From an optimization exercise on the open Yosys and OpenROAD flow, aimed at small area and a short achievable clock period; shortcuts taken in it are not production practice.
Where RTL was checked, it was by simulation tests only, not by an equivalence proof against the original.
Power is estimated from default activity; no workload was simulated.

## JK
==> module bayer_kernel, before the edit <==
module bayer_kernel
(
    input  logic       clk,
    input  demosaic_pkg::pixel_t     c,                
    input  demosaic_pkg::pixel_t     c_out,            
    input  demosaic_pkg::pair_t      h1,
    input  demosaic_pkg::pair_t      v1,
    input  demosaic_pkg::pair_t      h2,
    input  demosaic_pkg::pair_t      v2,
    input  demosaic_pkg::pair_t      da,
    input  demosaic_pkg::pair_t      db,
    input  demosaic_pkg::row_t       row_nxt,          
    input  demosaic_pkg::col_t       col_nxt,
    input  logic [1:0] mirror,
    output demosaic_pkg::pixel_t     red,
    output demosaic_pkg::pixel_t     green,
    output demosaic_pkg::pixel_t     blue
);
    typedef logic [13:0] acc_t;                        
    function automatic logic [27:0] csa(input acc_t a, input acc_t b, input acc_t c);
        acc_t s, k;
        s   = a ^ b ^ c;
        k   = (a & b) | (a & c) | (b & c);
        csa = {k[12:0], 1'b0, s};
    endfunction
    function automatic logic [41:0] reduce8(input acc_t x1, input acc_t x2, input acc_t x3,
                                            input acc_t x4, input acc_t x5, input acc_t x6,
                                            input acc_t x7, input acc_t x8);
        acc_t p1, p2, q1, q2, r1, r2, t1, t2, u1, u2;
        {p1, p2} = csa(x1, x2, x3);
        {q1, q2} = csa(x4, x5, x6);
        {r1, r2} = csa(p1, p2, q1);
        {t1, t2} = csa(q2, x7, x8);
        {u1, u2} = csa(r1, r2, t1);
        reduce8  = {u1, u2, t2};
    endfunction
    function automatic demosaic_pkg::pixel_t clamp8(input logic [9:0] v);
        if (v[9])
            clamp8 = 8'h00;
        else if (v[8])
            clamp8 = 8'hff;
        else
            clamp8 = v[7:0];
    endfunction
    logic [1:0] r_par;                                 
    logic [1:0] site;                                  
    logic       rb;                                    
    always_comb
    begin
        case (mirror)
            2'd3:    r_par = 2'b11;
            2'd2:    r_par = 2'b10;
            2'd0:    r_par = 2'b01;
            default: r_par = 2'b00;
        endcase
    end
    always_ff @(posedge clk)
    begin
        site <= {row_nxt[0], col_nxt[0]} ^ r_par;
        rb   <= (row_nxt[0] ^ col_nxt[0]) == (r_par[1] ^ r_par[0]);
    end
    acc_t a1, a2, a3, a4, a5, a6, a7;
    acc_t b1, b2, b3, b4, b5, b6, b7, b8;
    logic [41:0] ar, br;
    always_comb
    begin
        a1 = {3'b0, c, 3'b000} | (rb ? 14'd2 : 14'd3);
        a2 = rb ? acc_t'({h1, 2'b00})  : acc_t'({h1, 3'b000});
        a3 = rb ? acc_t'({v1, 2'b00})  : acc_t'({c, 1'b0});
        a4 = ~acc_t'({h2, 1'b0});
        a5 = rb ? ~acc_t'({v2, 1'b0})  : acc_t'(v2);
        a6 = rb ? '0                   : ~acc_t'({da, 1'b0});
        a7 = rb ? '0                   : ~acc_t'({db, 1'b0});
        b1 = {3'b0, c, 3'b000} | (rb ? 14'd5 : 14'd3);
        b2 = rb ? acc_t'({c, 2'b00})   : acc_t'({c, 1'b0});
        b3 = rb ? acc_t'({da, 2'b00})  : ~acc_t'({da, 1'b0});
        b4 = rb ? acc_t'({db, 2'b00})  : ~acc_t'({db, 1'b0});
        b5 = ~acc_t'({v2, 1'b0});
        b6 = rb ? ~acc_t'({h2, 1'b0})  : acc_t'({v1, 3'b000});
        b7 = rb ? ~acc_t'(h2)          : acc_t'(h2);
        b8 = rb ? ~acc_t'(v2)          : '0;
        ar = reduce8(a1, a4, a2, a3, a5, a6, a7, '0);
        br = reduce8(b1, b5, b2, b3, b4, b6, b7, b8);
    end
    logic [41:0] ar1, br1;
    logic [1:0] site1;
    always_ff @(posedge clk)
    begin
        ar1   <= ar;
        br1   <= br;
        site1 <= site;
    end
    acc_t as, ac, bs, bc, sa, sb;
    demosaic_pkg::pixel_t ea, eb;
    logic [1:0] site2;
    always_comb
    begin
        {ac, as} = csa(ar1[41:28], ar1[27:14], ar1[13:0]);
        {bc, bs} = csa(br1[41:28], br1[27:14], br1[13:0]);
        sa = as + ac;
        sb = bs + bc;
    end
    always_ff @(posedge clk)
    begin
        ea    <= clamp8(sa[13:4]);
        eb    <= clamp8(sb[13:4]);
        site2 <= site1;
    end
    always_ff @(posedge clk)
    begin
        case (site2)
            2'b00:                                     
            begin
                red   <= c_out;
                green <= ea;
                blue  <= eb;
            end
            2'b11:                                     
            begin
                red   <= eb;
                green <= ea;
                blue  <= c_out;
            end
            2'b01:                                     
            begin
                red   <= ea;
                green <= c_out;
                blue  <= eb;
            end
            default:                                   
            begin
                red   <= eb;
                green <= c_out;
                blue  <= ea;
            end
        endcase
    end
endmodule
==> flow/config.mk <==
export PLATFORM = sky130hd
export DESIGN_NAME = raw_to_rgb_top
export DESIGN_NICKNAME = raw_to_rgb_top
export VERILOG_FILES = /design/flow/design.v
export SDC_FILE = /design/flow/constraint.sdc
export NUM_CORES = 4
export LEC_CHECK = 0
export CAP_MARGIN = 20
export CORE_MARGIN = 2
export CORE_UTILIZATION = 65
export CTS_CLUSTER_DIAMETER = 60
export CTS_CLUSTER_SIZE = 24
export PLACE_DENSITY = 0.75
export SETUP_SLACK_MARGIN = 5.0
export SLEW_MARGIN = 20
==> flow/constraint.sdc <==
create_clock -name core_clock -period 7.5 [get_ports {clk}]
set_input_delay 1.5000 -clock core_clock [delete_from_list [all_inputs] [get_ports {clk}]]
set_output_delay 1.5000 -clock core_clock [all_outputs]
set_load 0.01 [all_outputs]
run.sh (not shown) runs the stock make flow with config.mk's settings and CLKGATE_MAP_FILE= SYNTH_SCRIPT=/design/flow/synth_recipe.tcl, a recipe that flattens the netlist after the stock synthesis.
Edits applied to the flow inputs when going from JK to MS:
==> flow/design.v, changed modules only <==
module bayer_kernel
(
    input  logic       clk,
    input  demosaic_pkg::pixel_t     c,                
    input  demosaic_pkg::pixel_t     c_out,            
    input  demosaic_pkg::pair_t      h1,
    input  demosaic_pkg::pair_t      v1,
    input  demosaic_pkg::pair_t      h2,
    input  demosaic_pkg::pair_t      v2,
    input  demosaic_pkg::pair_t      da,
    input  demosaic_pkg::pair_t      db,
    input  demosaic_pkg::row_t       row_nxt,          
    input  demosaic_pkg::col_t       col_nxt,
    input  logic [1:0] mirror,
    output demosaic_pkg::pixel_t     red,
    output demosaic_pkg::pixel_t     green,
    output demosaic_pkg::pixel_t     blue
);
    typedef logic [13:0] acc_t;                        
    function automatic logic [27:0] csa(input acc_t a, input acc_t b, input acc_t c);
        acc_t s, k;
        s   = a ^ b ^ c;
        k   = (a & b) | (a & c) | (b & c);
        csa = {k[12:0], 1'b0, s};
    endfunction
    function automatic logic [41:0] reduce8(input acc_t x1, input acc_t x2, input acc_t x3,
                                            input acc_t x4, input acc_t x5, input acc_t x6,
                                            input acc_t x7, input acc_t x8);
        acc_t p1, p2, q1, q2, r1, r2, t1, t2, u1, u2;
        {p1, p2} = csa(x1, x2, x3);
        {q1, q2} = csa(x4, x5, x6);
        {r1, r2} = csa(p1, p2, q1);
        {t1, t2} = csa(q2, x7, x8);
        {u1, u2} = csa(r1, r2, t1);
        reduce8  = {u1, u2, t2};
    endfunction
    function automatic demosaic_pkg::pixel_t clamp8(input logic [9:0] v);
        if (v[9])
            clamp8 = 8'h00;
        else if (v[8])
            clamp8 = 8'hff;
        else
            clamp8 = v[7:0];
    endfunction
    logic [1:0] r_par;                                 
    logic [1:0] site;                                  
    logic       rb;                                    
    always_comb
    begin
        case (mirror)
            2'd3:    r_par = 2'b11;
            2'd2:    r_par = 2'b10;
            2'd0:    r_par = 2'b01;
            default: r_par = 2'b00;
        endcase
    end
    always_ff @(posedge clk)
    begin
        site <= {row_nxt[0], col_nxt[0]} ^ r_par;
        rb   <= (row_nxt[0] ^ col_nxt[0]) == (r_par[1] ^ r_par[0]);
    end
    acc_t a1, a2, a3, a4, a5, a6, a7;
    acc_t b1, b2, b3, b4, b5, b6, b7, b8;
    logic [41:0] ar, br;
    always_comb
    begin
        a1 = {2'b11, rb, c, 1'b1, !rb, 1'b0};
        a2 = rb ? acc_t'({h1, 2'b00})  : acc_t'({h1, 3'b000});
        a3 = rb ? acc_t'({v1, 2'b00})  : acc_t'({3'b000, 1'b1, 1'b0, c, 1'b0});
        a4 = acc_t'({~h2, 1'b0});
        a5 = rb ? acc_t'({~v2, 1'b0})  : acc_t'(v2);
        a6 = rb ? '0                   : acc_t'({~da, 1'b0});
        a7 = rb ? '0                   : acc_t'({~db, 1'b0});
        b1 = {3'b110, c, 2'b11, rb};
        b2 = rb ? acc_t'({4'b0001, c, 2'b00}) : acc_t'({4'b0001, 1'b0, c, 1'b0});
        b3 = rb ? acc_t'({da, 2'b00})  : acc_t'({~da, 1'b0});
        b4 = rb ? acc_t'({db, 2'b00})  : acc_t'({~db, 1'b0});
        b5 = acc_t'({~v2, 1'b0});
        b6 = rb ? acc_t'({~h2, 1'b0})  : acc_t'({v1, 3'b000});
        b7 = rb ? acc_t'({~h2})        : acc_t'(h2);
        b8 = rb ? acc_t'({~v2})        : '0;
        ar = reduce8(a1, a4, a2, a3, a5, a6, a7, '0);
        br = reduce8(b1, b5, b2, b3, b4, b6, b7, b8);
    end
    logic [41:0] ar1, br1;
    logic [1:0] site1;
    always_ff @(posedge clk)
    begin
        ar1   <= ar;
        br1   <= br;
        site1 <= site;
    end
    acc_t as, ac, bs, bc, sa, sb;
    logic [9:0] ea2, eb2;
    logic [1:0] site2;
    always_comb
    begin
        {ac, as} = csa(ar1[41:28], ar1[27:14], ar1[13:0]);
        {bc, bs} = csa(br1[41:28], br1[27:14], br1[13:0]);
        sa = as + ac;
        sb = bs + bc;
    end
    always_ff @(posedge clk)
    begin
        ea2   <= sa[13:4];
        eb2   <= sb[13:4];
        site2 <= site1;
    end
    demosaic_pkg::pixel_t ea, eb;
    assign ea = clamp8(ea2);
    assign eb = clamp8(eb2);
    always_ff @(posedge clk)
    begin
        case (site2)
            2'b00:                                     
            begin
                red   <= c_out;
                green <= ea;
                blue  <= eb;
            end
            2'b11:                                     
            begin
                red   <= eb;
                green <= ea;
                blue  <= c_out;
            end
            2'b01:                                     
            begin
                red   <= ea;
                green <= c_out;
                blue  <= eb;
            end
            default:                                   
            begin
                red   <= eb;
                green <= c_out;
                blue  <= ea;
            end
        endcase
    end
endmodule
Notes after the runs:
The lower proportion of power drawn by the clock network of MS and JK is in JK.
JK reports its launch point of the critical path as bayer_kernel_i.ar1[16] while MS reports frame_ctrl_i.hsync_dly[2].
Total power: MS below JK
From JK to MS the numbers moved as follows: cell depth of the worst setup path went down 10; sequential fraction of design power rose 6.5 points; fraction of layout cells with a size suffix above 1 saw a decrease.
Row area after synthesis: MS lower / JK higher
Changes observed in MS relative to JK: multi-input logic portion of the cell area lost 0.70 points; number of nets in the finished design shrank by about 2%; routability-driven placement congestion ratio increased by 2.3% relative to the old numbers.
For JK, only the layout was checked, not whether the RTL still works.

-- re-timing with driven ports --
Ports are ideal in the flow. The routed layouts listed here were re-timed in OpenROAD.
Step 1: set_driving_cell puts a clkbuf_16 on clk and a buf_2 on each other input, an assumption about the parent block.
Step 2 times the ports against the registers' clock, not the clock port: input delays grow and output delays shrink by t, the midpoint of the rising clock arrivals with the driver on.
Slacks: ideal ports / drivers / drivers and shift; pairs: ideal ports / drivers.
run | t, ns | slack for setup (ns) | hold slack, ns | worst setup path at the end | cell pins on the clock port's net
JK | 0.698 | 4.692 / 4.692 / 4.389 | 0.346 / 0.346 / 0.346 | input to register | 1
MS | 0.685 | 4.873 / 4.810 / 4.443 | 0.346 / 0.346 / 0.346 | input to register | 1
After both steps setup and hold are still met in every run listed. For MS, which loses most, drivers alone change the setup slack by -0.063 ns; drivers and shift together by -0.430 ns.
